This is an optimization exercise on Yosys and OpenROAD, whose aim is small area, a short achievable clock period and few clock cycles per item, not a production implementation.
Only simulation tests tie the RTL to the original design; equivalence was not proved.
No activity file was given, so power comes from the tool's default toggle rates.

==> flow/design.v <==
`default_nettype none
package bus_pkg;
	localparam int WORD_W = 32;
	typedef logic [WORD_W-1:0] word_t;
	localparam int SEL_W = WORD_W / 8;
	localparam logic [SEL_W-1:0] SEL_ALL = '1;
endpackage
`default_nettype wire
`default_nettype none
package isa_pkg;
	localparam int OPC_W = 5;
	localparam int REG_IDX_W = 4;
	localparam int IMM_W = 19;
	typedef logic [REG_IDX_W-1:0] reg_idx_t;
	localparam logic [OPC_W-1:0] OP_LD = 5'd0;
	localparam logic [OPC_W-1:0] OP_LDI = 5'd1;
	localparam logic [OPC_W-1:0] OP_ST = 5'd2;
	localparam logic [OPC_W-1:0] OP_ADD = 5'd3;
	typedef struct packed {
		logic [OPC_W-1:0] opcode;
		reg_idx_t ra;
		reg_idx_t rb;
		logic [IMM_W-1:0] imm;
	} mem_fmt_t;
	typedef struct packed {
		logic [OPC_W-1:0] opcode;
		reg_idx_t ra;
		reg_idx_t rb;
		reg_idx_t rc;
		logic [IMM_W-REG_IDX_W-1:0] unused;
	} reg_fmt_t;
	typedef union packed {
		mem_fmt_t mem_fmt;
		reg_fmt_t reg_fmt;
	} instr_u;
	typedef enum logic [2:0] {
		CLS_NOP, CLS_LOAD, CLS_LOAD_IMM, CLS_STORE, CLS_ADD
	} op_class_e;
endpackage
`default_nettype wire
`timescale 1ns/1ps
`default_nettype none
module cpu_core #(
	parameter int ADDR_W = 9,
	parameter logic [ADDR_W-1:0] RESET_PC = '0
) (
	input wire clk,
	input wire rst_n,
	output logic wb_cyc,
	output logic wb_stb,
	output logic wb_we,
	output logic [ADDR_W-1:0] wb_adr,
	output bus_pkg::word_t wb_dat_o,
	output logic [3:0] wb_sel,
	input wire bus_pkg::word_t wb_dat_i,
	input wire wb_ack
);
	localparam int W = bus_pkg::WORD_W;
	localparam int NR = 16;
	localparam int IW = isa_pkg::IMM_W;
	localparam int AW = ADDR_W;
	logic run;  
	logic mem_ph;  
	logic we;  
	logic exe;  
	logic [AW-1:0] pc;  
	logic [AW-1:0] ma;  
	logic [3:0] ir_ra;
	bus_pkg::word_t op_a, op_b, sd;
	logic [W-1:0] rf [NR];
	logic [NR-1:0] rv;
	logic [4:0] n_opc;
	logic [3:0] n_ra, n_rb, n_rx;
	logic [IW-1:0] n_imm;
	logic n_ld, n_ldi, n_st, n_add, n_mem, n_bz;
	logic fetch_done, accept, rf_we;
	logic uses_b, uses_x, hit;
	logic [NR-1:0] sel_a, sel_b;
	bus_pkg::word_t rd_a, rd_b, nop_a, nop_b, sum, wdata;
	logic [AW-1:0] maddr;
	assign n_opc = wb_dat_i[31:27];
	assign n_ra = wb_dat_i[26:23];
	assign n_rb = wb_dat_i[22:19];
	assign n_imm = wb_dat_i[IW-1:0];
	assign n_ld = (n_opc == isa_pkg::OP_LD);
	assign n_ldi = (n_opc == isa_pkg::OP_LDI);
	assign n_st = (n_opc == isa_pkg::OP_ST);
	assign n_add = (n_opc == isa_pkg::OP_ADD);
	assign n_mem = n_ld || n_st;
	assign n_bz = !n_add && (n_rb == 4'd0);
	assign n_rx = n_add ? wb_dat_i[18:15] : n_ra;  
	assign fetch_done = run && wb_ack && !mem_ph;
	assign uses_b = n_add || ((n_ld || n_ldi || n_st) && !n_bz);
	assign uses_x = n_add || n_st;
	assign hit = exe && ((uses_b && ir_ra == n_rb) || (uses_x && ir_ra == n_rx));
	assign accept = fetch_done && !hit;
	always_comb begin
		for (int k = 0; k < NR; k++) begin
			sel_a[k] = (n_rb == k) && rv[k] && !n_bz;
			sel_b[k] = (n_rx == k) && rv[k];
		end
		rd_a = '0;
		rd_b = '0;
		for (int k = 0; k < NR; k++) begin
			rd_a = rd_a | ({W{sel_a[k]}} & rf[k]);
			rd_b = rd_b | ({W{sel_b[k]}} & rf[k]);
		end
	end
	assign nop_a = rd_a;
	assign nop_b = n_ldi ? {{(W - IW){n_imm[IW-1]}}, n_imm} : rd_b;
	always_comb begin
		logic [AW-1:0] x, y, g, t, p, h, tt, hn, tn;
		x = rd_a[AW-1:0];
		y = n_imm[AW-1:0];
		g = x & y;
		t = x | y;
		p = x ^ y;
		h = g;
		tt = {t[AW-2:0], 1'b1};
		for (int d = 1; d < AW; d = d * 2) begin
			hn = h;
			tn = tt;
			for (int i = 0; i < AW; i++) begin
				if ((i & d) != 0) begin
					hn[i] = h[i] | (tt[i] & h[(i & ~(2 * d - 1)) + d - 1]);
					tn[i] = tt[i] & tt[(i & ~(2 * d - 1)) + d - 1];
				end
			end
			h = hn;
			tt = tn;
		end
		maddr[0] = p[0];
		for (int i = 1; i < AW; i++)
			maddr[i] = h[i-1] ? (p[i] ^ t[i-1]) : p[i];
	end
	assign sum = op_a + op_b;
	always_ff @(posedge clk or negedge rst_n) begin
		if (!rst_n) begin
			run <= 1'b0;
			mem_ph <= 1'b0;
			we <= 1'b0;
			exe <= 1'b0;
			pc <= RESET_PC;
		end else begin
			run <= 1'b1;
			exe <= accept && (n_add || n_ldi);
			if (run && wb_ack && mem_ph) begin
				mem_ph <= 1'b0;
				we <= 1'b0;
			end
			if (accept) begin
				mem_ph <= n_mem;
				we <= n_st;
				pc <= pc + 1'b1;
			end
		end
	end
	always_ff @(posedge clk) begin
		op_a <= nop_a;
		op_b <= nop_b;
		if (accept) begin
			ir_ra <= n_ra;
			sd <= rd_b;
			ma <= maddr;
		end
	end
	assign rf_we = mem_ph ? !we : exe;
	assign wdata = mem_ph ? wb_dat_i : sum;
	always_ff @(posedge clk or negedge rst_n) begin
		if (!rst_n)
			rv <= '0;
		else if (rf_we)
			rv[ir_ra] <= 1'b1;
	end
	for (genvar k = 0; k < NR; k++) begin : g_rf
		always_ff @(posedge clk) begin
			if (rf_we && ir_ra == k)
				rf[k] <= wdata;
		end
	end
	assign wb_cyc = run;
	assign wb_stb = run;
	assign wb_we = we;
	assign wb_adr = mem_ph ? ma : pc;
	assign wb_dat_o = sd;
	assign wb_sel = bus_pkg::SEL_ALL;
endmodule
`default_nettype wire
make LEC_CHECK=0 CAP_MARGIN=20 CELL_PAD_IN_SITES_DETAIL_PLACEMENT=1 CELL_PAD_IN_SITES_GLOBAL_PLACEMENT=1 CORE_MARGIN=2 CORE_UTILIZATION=45 CTS_BUF_LIST=sky130_fd_sc_hd__clkbuf_8 CTS_CLUSTER_DIAMETER=50 CTS_CLUSTER_SIZE=12 PLACE_DENSITY=0.6 SETUP_SLACK_MARGIN=3.2 SLEW_MARGIN=20 TNS_END_PERCENT=5 finish   # period 6.0 ns
run.sh (not shown) runs the stock make flow with config.mk's settings and CLKGATE_MAP_FILE= SYNTH_SCRIPT=/design/flow/synth_recipe.tcl, a recipe that flattens the netlist after the stock synthesis.
The first run completed with no timing, DRC or antenna violations.
Testbench counts at the start, summed over its fixed seeds: cycles 7,689, instrs 3,072.
Then changed:
--- a/flow/design.v
+++ b/flow/design.v
@@ -67,5 +67,5 @@
 	logic [AW-1:0] ma;  
 	logic [3:0] ir_ra;
-	bus_pkg::word_t op_a, op_b, sd;
+	bus_pkg::word_t op_a, op_b;
 	logic [W-1:0] rf [NR];
 	logic [NR-1:0] rv;
@@ -158,8 +158,7 @@
 	always_ff @(posedge clk) begin
 		op_a <= nop_a;
-		op_b <= nop_b;
 		if (accept) begin
 			ir_ra <= n_ra;
-			sd <= rd_b;
+			op_b <= nop_b;
 			ma <= maddr;
 		end
@@ -183,5 +182,5 @@
 	assign wb_we = we;
 	assign wb_adr = mem_ph ? ma : pc;
-	assign wb_dat_o = sd;
+	assign wb_dat_o = op_b;
 	assign wb_sel = bus_pkg::SEL_ALL;
 endmodule
Outcome:
- final cell count came out lower by a few percent
- register-to-register slack is worse by 0.15 ns
- clock skew barely changes
- combinational power came out lower by roughly a tenth
- clock power came out lower by about a fifth
- non-clock buffer count came out lower by 35
- flip-flop and latch count came out lower by 32
- global-route usage came out lower by 0.97 points
- cell area came out lower by a few percent
- utilization came out lower by 2.5 points
Testbench counts after the change, summed over its fixed seeds: cycles 7,689, instrs 3,072.

========
Setup of run A:
Starts from the design.v that is shown in full above.
make LEC_CHECK=0 CAP_MARGIN=20 CELL_PAD_IN_SITES_DETAIL_PLACEMENT=1 CELL_PAD_IN_SITES_GLOBAL_PLACEMENT=1 CORE_MARGIN=2 CORE_UTILIZATION=35 CTS_BUF_LIST=sky130_fd_sc_hd__clkbuf_8 CTS_CLUSTER_DIAMETER=50 CTS_CLUSTER_SIZE=12 PLACE_DENSITY=0.5 SETUP_SLACK_MARGIN=3.2 SLEW_MARGIN=20 TNS_END_PERCENT=5 finish   # period 6.0 ns
Run A: no failed stages, no open violations at the end
Testbench counts of run A, summed over its fixed seeds: cycles 7,689, instrs 3,072.
Changes in run B relative to run A:
diff --git a/flow/design.v b/flow/design.v
--- a/flow/design.v
+++ b/flow/design.v
@@ -66,7 +66,7 @@
 	logic [AW-1:0] pc;  
 	logic [AW-1:0] ma;  
 	logic [3:0] ir_ra;
-	bus_pkg::word_t op_a, op_b, sd;
+	bus_pkg::word_t op_a, op_b;
 	logic [W-1:0] rf [NR];
 	logic [NR-1:0] rv;
 	logic [4:0] n_opc;
@@ -157,10 +157,9 @@
 	end
 	always_ff @(posedge clk) begin
 		op_a <= nop_a;
-		op_b <= nop_b;
 		if (accept) begin
 			ir_ra <= n_ra;
-			sd <= rd_b;
+			op_b <= nop_b;
 			ma <= maddr;
 		end
 	end
@@ -182,7 +181,7 @@
 	assign wb_stb = run;
 	assign wb_we = we;
 	assign wb_adr = mem_ph ? ma : pc;
-	assign wb_dat_o = sd;
+	assign wb_dat_o = op_b;
 	assign wb_sel = bus_pkg::SEL_ALL;
 endmodule
 `default_nettype wire
## What came out
Compared to run A, run B has average instance area after synthesis 2.9% lower. Ff count | run B vs run A | run B lower. Diff run A -> run B: overall die height -1.5%, number of inverters outside the clock class in the layout +about 16%, power dissipated in sequential cells -about 5%, met1 track demand over resource -1.0 points, register cell area after layout -about 3.5%. There was hardly any difference in utilization between run B and run A. Diff run A -> run B | wire length reported by the detailed router | down by a few percent. Looking at critical path endpoint, the rf[11][28] result is from run B; the rf[0][24] one comes from run A. Run A → run B: total chip power closely matched the old numbers; final cell count has decreased.
Testbench counts of run B, summed over its fixed seeds: cycles 7,689, instrs 3,072.

==> separate check: timing with driven ports <==
The flow's constraints put no driver on any port. The routed layouts listed below were extracted and timed again, unchanged, in two steps.
Step 1: set_driving_cell puts a clkbuf_16 on clk and a buf_2 on each other input, an assumption about the parent block.
Step 2 times the ports against the registers' clock, not the clock port: input delays grow and output delays shrink by t, the midpoint of the rising clock arrivals with the driver on.
a / b / c = no drivers / after step 1 / after step 2; a / b = the first two.
run | t (ns) | setup WS [ns] | worst setup path at the end | slew at the worst register clock pin (ns) | worst slew at a driven data input, ns
the first run of note 1 | 0.770 | 2.761 / 2.797 / 2.031 | input to register | 0.09 / 0.09 | 0.07
the second run of note 1 | 0.744 | 2.622 / 2.649 / 1.920 | input to register | 0.09 / 0.09 | 0.09
run A | 0.766 | 2.781 / 2.781 / 2.037 | input to register | 0.09 / 0.09 | 0.12
run B | 0.768 | 2.693 / 2.693 / 2.116 | input to register | 0.09 / 0.09 | 0.12
After both steps every run listed still meets setup and hold. The setup slack of run A, which loses most, moves by 0.000 ns with the drivers and by -0.744 ns with both steps.
